From an optimization exercise on the open Yosys and OpenROAD flow, aimed at small area, a short achievable clock period and few clock cycles; shortcuts taken in it are not production practice. Function was checked by simulation only, so behaviour that the tests miss may differ from the original.

== main ==
==> flow/design.v (excerpt) <==
module symmetric_jacobi_poly_eval
(
    input  logic               clk,
    input  logic               rst_n,
    input  logic               in_valid,
    output logic               in_stall,
    input  logic [2:0]         operation,
    input  logic [5:0]         degree,
    input  logic signed [31:0] x_value,
    output logic               out_valid,
    input  logic               out_stall,
    output logic signed [63:0] result_value,
    output logic               saturated,
    output logic               not_supported,
    input  logic               psel,
    input  logic               penable,
    input  logic               pwrite,
    input  logic [2:0]         paddr,
    input  logic [31:0]        pwdata,
    output logic [31:0]        prdata,
    output logic               pready
);
    localparam int R  = 8;           
    localparam int ND = 64 / R;      
    localparam int NX = 32 / R;      
    localparam logic [3:0] S_IDLE = 4'd0;
    localparam logic [3:0] S_DEC  = 4'd1;
    localparam logic [3:0] S_WARM = 4'd2;
    localparam logic [3:0] S_PASS = 4'd3;
    localparam logic [3:0] S_MLST = 4'd4;
    localparam logic [3:0] S_COMB = 4'd5;
    localparam logic [3:0] S_FIN1 = 4'd6;
    localparam logic [3:0] S_FIN2 = 4'd7;
    localparam logic [1:0] M_REC = 2'd0;    
    localparam logic [1:0] M_FIN = 2'd1;    
    localparam logic [1:0] M_X2  = 2'd2;    
    logic [3:0] order_reg;
    logic [3:0] prd_reg;
    assign pready = 1'b1;
    always_ff @(posedge clk or negedge rst_n)
    begin
        if (!rst_n)
            order_reg <= 4'd0;
        else if (psel && penable && pwrite && (paddr[2] == 1'b0))
  ...
Size in the first run: roughly 690 flip-flops, roughly 180 I/O pins.
Settings: LEC_CHECK=0, ABC_CLOCK_PERIOD_IN_PS=15000, CAP_MARGIN=20, CORE_MARGIN=2, CORE_UTILIZATION=40, SETUP_SLACK_MARGIN=5, SLEW_MARGIN=20; clock period 16.0 ns.
run.sh (not shown) runs the stock make flow with config.mk's settings and CLKGATE_MAP_FILE= SYNTH_SCRIPT=/design/flow/synth_recipe.tcl, a recipe that flattens the netlist after the stock synthesis.
main went all the way through the flow, and no timing, DRC or antenna check failed.
Testbench counts of main, summed over its fixed seeds: cycles 92,214.
Modified inputs, the feature branch compared to main
--- a/flow/design.v
+++ b/flow/design.v
@@ -333,34 +333,30 @@
         {l1c[0], l1s[0]} = csa(rows[0], rows[1], rows[2]);
         {l1c[1], l1s[1]} = csa(rows[3], rows[4], rows[5]);
         {l1c[2], l1s[2]} = csa(rows[6], rows[7], rows[8]);
         {l2c[0], l2s[0]} = csa(l1s[0], l1c[0], l1s[1]);
         {l2c[1], l2s[1]} = csa(l1c[1], l1s[2], l1c[2]);
         {l3c, l3s}       = csa(l2s[0], l2c[0], l2s[1]);
         {l4c, l4s}       = csa(l3s, l3c, l2c[1]);
         {l5c, l5s}       = csa(l4s, l4c, rows[9]);
         acc_nx = bk_add(l5s, l5c, 1'b0);
     end
     logic         cb_s;
-    logic [127:0] cb_t, cb_pc, cb_ps, cb_nc, cb_ns, cb_tp, cb_tn;
+    logic [127:0] cb_t;
     logic [97:0]  cb_T;
     logic [34:0]  cb_th;
     logic         cb_ovf, cb_sat, cb_neg;
     always_comb
     begin
-        cb_s   = acc_nx[127];
-        {cb_pc, cb_ps} = csa(l5s, l5c, {86'b0, dnext, 29'b0});
-        {cb_nc, cb_ns} = csa(~l5s, ~l5c, {86'b0, dnext, 29'b0});
-        cb_tp  = bk_add(cb_ps, cb_pc, 1'b0);
-        cb_tn  = bk_add(cb_ns, cb_nc | 128'd1, 1'b1);
-        cb_t   = cb_s ? cb_tn : cb_tp;
+        cb_s   = acc[127];
+        cb_t   = bk_add(acc ^ {128{cb_s}}, {86'b0, dnext, 29'b0}, cb_s);
         cb_T   = cb_t[127:30];
         cb_th  = cb_T[97:63];
         cb_neg = cur_na ^ cb_s;
         cb_ovf = (|cb_th[34:13]) || (cb_th[12:0] >= dnext);
         if (cb_neg)
             cb_sat = (|cb_th[34:13]) || (cb_th[12:0] > dnext)
                   || ((cb_th[12:0] == dnext) && ((|cb_T[62:13]) || (cb_T[12:0] >= dnext)));
         else
             cb_sat = cb_ovf;
     end
     logic [127:0] fn_sum;
@@ -432,27 +428,27 @@
                 S_WARM:
                     if (jj == 7'(kq) + 7'd1)
                         state <= S_PASS;
                 S_PASS:
                 begin
                     if (x2busy)
                         ;
                     else
                     begin
                         dv <= 1'b1;
                         if (cnt == 4'(ND - 1))
-                            state <= (pmode == M_REC) ? S_COMB : S_MLST;
+                            state <= S_MLST;
                     end
                 end
                 S_MLST:
-                    state <= S_FIN1;
+                    state <= (pmode == M_REC) ? S_COMB : S_FIN1;
                 S_COMB:
                     state <= S_PASS;
                 S_FIN1:
                     state <= S_FIN2;
                 S_FIN2:
                     if (out_free)
                     begin
                         state <= S_IDLE;
                         ov_r  <= 1'b1;
                     end
                 default:
Notes after the runs:
- Met2 routing resource usage after global routing: the feature branch vs main down 1.2 points
- Looking at termination of the worst setup path, the rem[3]$_DFFE_PP_ result is from the feature branch; the sat_r$_DFFE_PP_ one comes from main.
- On hold slack, main tracks the feature branch almost exactly.
- Relative to main, the final instance area measured on the feature branch has decreased by more than 10%.
- The feature branch finished end to end and its layout was clean on timing, DRC and antenna.
- Taking main as the reference, in the feature branch number of vias in the routed layout fell by 12%; detailed-router iteration count before antenna repair went down; worst-margin pin slew +0.049 ns.
- For the wire length, the feature branch came in about 16% lower than main did.
Testbench counts of the feature branch, summed over its fixed seeds: cycles 101,678.

Setup of try-sierra:
Another version of the RTL of symmetric_jacobi_poly_eval (not shown whole).
Size in the first run: ~11000 cells after synthesis, roughly 660 flip-flops, ~92000 sq um of cells after synthesis.
export LEC_CHECK = 0
export ABC_CLOCK_PERIOD_IN_PS = 15000
export CAP_MARGIN = 20
export CORE_MARGIN = 2
export CORE_UTILIZATION = 55
export PLACE_DENSITY = 0.75
export SETUP_SLACK_MARGIN = 5
export SLEW_MARGIN = 20
create_clock -name core_clock -period 16.0 [get_ports {clk}]
standard.sh (not shown) runs the stock make flow with config.mk's settings and CLKGATE_MAP_FILE= SYNTH_SCRIPT=/design/flow/synth_recipe.tcl, a recipe that flattens the netlist after the stock synthesis.
==> flow/flow/run.sh <==
#!/bin/bash
set -euo pipefail
MARGIN_NS=8
sed -e "s/ SETUP_SLACK_MARGIN=[0-9.]*//" \
    -e "s/CLKGATE_MAP_FILE= /CLKGATE_MAP_FILE= SETUP_SLACK_MARGIN=${MARGIN_NS} /" \
    standard.sh > standard_margin.sh
grep -q "SETUP_SLACK_MARGIN=${MARGIN_NS}" standard_margin.sh
bash standard_margin.sh > flow_make.log 2>&1
Testbench counts of try-sierra, summed over its fixed seeds: cycles 70,716.
#### Input delta (try-zinc over try-sierra)
--- a/flow/design.v
+++ b/flow/design.v
@@ -407,19 +407,16 @@
             if (dnext[b])
                 sk_l = 4'(b);
         for (int t = 1; t <= 7; t++)
         begin
             sk_a[t] = 1'b0;
             for (int l = 0; l < 13; l++)
                 if (sk_l == 4'(l))
                     sk_a[t] = sk_z[91 + l - 8 * t];
-            if (t <= 6)
-                if (sk_z[107 - 8 * t] && (sk_x[94 - 8 * t +: 13] < dnext - 13'd2))
-                    sk_a[t] = 1'b1;
             sk_p[t] = (ii == nq) || ((pmag >> (64 - 8 * t)) == 64'd0);
         end
         sk = 3'd0;
         for (int t = 1; t <= 7; t++)
             if (sk_a[t] && sk_p[t])
                 sk = 3'(t);
     end
     logic [127:0] fn_sum;
Results
Relative to try-sierra, number of setup buffers added after CTS has decreased by 4 in try-zinc. try-zinc and try-sierra ended up with nearly the same clock-pin slew on the worst setup and hold paths. ~same share of the final layout cell area in multi-input gates in try-zinc and try-sierra. Final cell count without fillers (try-zinc vs. try-sierra) decreases by a few percent. First-pass GRT wire length on try-zinc is down relative to try-sierra. Of try-zinc and try-sierra, try-sierra shows the lower largest net degree at the start of global routing, with try-zinc above it. Die span in y, try-zinc and try-sierra: smaller value in try-zinc. Run comparison: try-zinc end point of the critical path rem[5]; try-sierra end point of the critical path rem[8].
Testbench counts of try-zinc, summed over its fixed seeds: cycles 74,330.

symmetric_jacobi_poly_eval, a different RTL version from the one above (not shown whole).
For scale: about 9,600 cells after synthesis, ~180 I/O pins, ~84,000 um^2 of cells after synthesis.
export LEC_CHECK = 0
export ABC_CLOCK_PERIOD_IN_PS = 15000
export CAP_MARGIN = 20
export CORE_MARGIN = 2
export CORE_UTILIZATION = 55
export PLACE_DENSITY = 0.75
export SETUP_SLACK_MARGIN = 5
export SLEW_MARGIN = 20
create_clock -name core_clock -period 16.0 [get_ports {clk}]
Scripts as last shown in full above: flow/flow/run.sh
Testbench counts at the start, summed over its fixed seeds: cycles 100,054.
Rerun with:
--- a/flow/design.v
+++ b/flow/design.v
@@ -99,18 +99,19 @@
     end
     always_ff @(posedge clk)
     begin
         if (psel && !penable)
             prd_reg <= paddr[2] ? 4'd0 : order_reg;
     end
     assign prdata = {28'b0, prd_reg};
     logic [2:0]   state;
     logic [3:0]   cnt;          
+    logic [3:0]   pstart;       
     logic         x2act;        
     logic [1:0]   xcnt;
     logic         wload;        
     logic         dv;           
     logic         dfirst;
     logic [1:0]   dmode;
     logic [R-1:0] dig_a;
     logic [21:0]  tb_r;         
     logic [31:0]  x_r;
@@ -378,18 +379,52 @@
     endfunction
     always_comb
     begin
         cb_s   = acc[127];
         cb_t   = bk_add(acc ^ {128{cb_s}}, {86'b0, dnext, 29'b0}, cb_s);
         cb_T   = cb_t[127:30];
         cb_neg = cur_na ^ cb_s;
         {cb_ovf, cb_sat} = comb_chk(cb_T, cb_neg, dnext);
     end
+    logic [2:0]   sk;
+    logic [3:0]   sk_l;            
+    logic [127:0] sk_x;            
+    logic [15:0]  sk_b;            
+    logic [16:0]  sk_s;            
+    logic [103:35] sk_z;           
+    logic [7:1]   sk_a, sk_p;
+    always_comb
+    begin
+        sk_x = acc ^ {128{acc[127]}};
+        for (int j = 0; j < 16; j++)
+            sk_b[j] = |sk_x[8 * j +: 8];
+        sk_s[16] = 1'b0;
+        for (int j = 15; j >= 0; j--)
+            sk_s[j] = sk_s[j + 1] | sk_b[j];
+        for (int k = 35; k <= 103; k++)
+            sk_z[k] = !(sk_s[(k >> 3) + 1] | (|(sk_x[8 * (k >> 3) +: 8] >> (k & 7))));
+        sk_l = 4'd0;
+        for (int b = 0; b < 13; b++)
+            if (dnext[b])
+                sk_l = 4'(b);
+        for (int t = 1; t <= 7; t++)
+        begin
+            sk_a[t] = 1'b0;
+            for (int l = 0; l < 13; l++)
+                if (sk_l == 4'(l))
+                    sk_a[t] = sk_z[91 + l - 8 * t];
+            sk_p[t] = (ii == nq) || ((pmag >> (64 - 8 * t)) == 64'd0);
+        end
+        sk = 3'd0;
+        for (int t = 1; t <= 7; t++)
+            if (sk_a[t] && sk_p[t])
+                sk = 3'(t);
+    end
     logic [127:0] fn_sum;
     logic [79:0]  fn_q;
     logic [63:0]  fn_lim, fn_mag, fn_val;
     logic [127:0] fn_neg;
     logic         fn_over;
     always_comb
     begin
         fn_sum = bk_add(f_weight ? {59'b0, acc[127:59]} : {47'b0, acc[80:0]}, 128'd0, 1'b1);
         fn_q   = (f_weight || f_halve) ? fn_sum[80:1] : acc[79:0];
@@ -511,18 +546,19 @@
             xj       <= j0 ? 38'(xin_abs) : 38'd0;
             c2       <= '0;
             jj       <= {6'b0, j0};
             dnext    <= {6'b0, kq_c, 2'b0} + 13'd4;
             ii       <= 7'd2;
             pmag     <= 64'h0000_0000_4000_0000;
             psign    <= 1'b0;
             sat_r    <= 1'b0;
             cnt      <= 4'd0;
+            pstart   <= 4'd0;
         end
         if (!x2act)
             xcnt <= 2'd0;
         if (x2act)
         begin
             xcnt   <= xcnt + 2'd1;
             dig_a  <= xabs[31 - R * xcnt -: R];
             dfirst <= (xcnt == 2'd0);
             dmode  <= M_X2;
@@ -554,19 +590,19 @@
                 pconst   <= 1'b1;
                 psrc_div <= 1'b0;
                 pmode    <= (nq >= 7'd2) ? M_REC : M_FIN;
             end
             S_PASS:
             begin
                 if (!x2busy)
                 begin
                     cnt    <= (cnt == 4'(ND - 1)) ? 4'd0 : cnt + 4'd1;
-                    dfirst <= (cnt == 4'd0);
+                    dfirst <= (cnt == pstart);
                     dmode  <= pmode;
                     tb_r   <= b_term;
                     if (psrc_div)
                     begin
                         dig_a <= div_dig;
                         pmag  <= {pmag[63-R:0], div_dig};
                         rem   <= dv_rem;
                         dvd   <= {dvd[63-R:0], {R{1'b0}}};
                         if (cnt == 4'(ND - 1))
@@ -575,20 +611,22 @@
                     else
                     begin
                         dig_a <= pmag[63:64-R];
                         pmag  <= {pmag[63-R:0], pmag[63:64-R]};
                     end
                 end
             end
             S_COMB:
             begin
-                rem      <= cb_T[76:64];
-                dvd      <= cb_T[63:0];
+                {rem, dvd} <= cb_T[76:0] << (R * sk);
+                pmag     <= pmag << (R * sk);
+                cnt      <= {1'b0, sk};
+                pstart   <= {1'b0, sk};
                 ddiv     <= dnext;
                 ddiv3    <= {2'b0, dnext} + {1'b0, dnext, 1'b0};
                 ddiv5    <= {3'b0, dnext} + {1'b0, dnext, 2'b0};
                 ddiv7    <= {dnext, 3'b0} - {3'b0, dnext};
                 ovf      <= cb_ovf;
                 dneg     <= cb_neg;
                 sat_r    <= sat_r | cb_sat;
                 cur_na   <= xsign ^ cb_neg;
                 psub     <= (xsign ^ cb_neg) != !psign;
Worst setup slack is worse by 0.66 ns.
Area after synthesis goes up by 7.6%.
Non-clock buffer count goes up by 27.
Final area goes up by 6.0%.
Via count goes up by 13%.
Cell count goes up by 8.6%.
Die area goes up by 7.5%.
Synthesized cell count goes up by 9.9%.
Testbench counts after the change, summed over its fixed seeds: cycles 75,254.

==> re-timing with driven ports <==
In the flow no input, the clock included, has a driving cell. The finished layouts below were timed again as built, in two steps. Step 1 assumes that a clkbuf_16 drives the clock port and a buf_2 every other input. Step 2 moves the port delays by t, midway between the first and last clock arrival at a register: inputs arrive t later, outputs are due t later. That takes back most of the time a late clock gives input paths. Three values: no drivers, after step 1, after step 2; two values: the first two.
| run | shift t [ns] | setup WS [ns] | slew at the worst register clock pin (ns) | pins driven straight from the clock port |
|---|---|---|---|---|
| main | 0.834 | 4.834 / 4.834 / 4.834 | 0.07 / 0.07 | 1 |
| the feature branch | 0.805 | 4.991 / 4.991 / 4.991 | 0.07 / 0.07 | 1 |
| try-sierra | 0.818 | 6.775 / 6.775 / 6.775 | 0.08 / 0.08 | 1 |
| try-zinc | 0.796 | 6.998 / 6.998 / 6.998 | 0.07 / 0.07 | 1 |
| the first run of note 3 | 0.791 | 7.146 / 7.146 / 7.146 | 0.07 / 0.07 | 1 |
| the second run of note 3 | 0.801 | 6.488 / 6.488 / 6.488 | 0.07 / 0.07 | 1 |
After both steps every run listed still meets setup and hold.
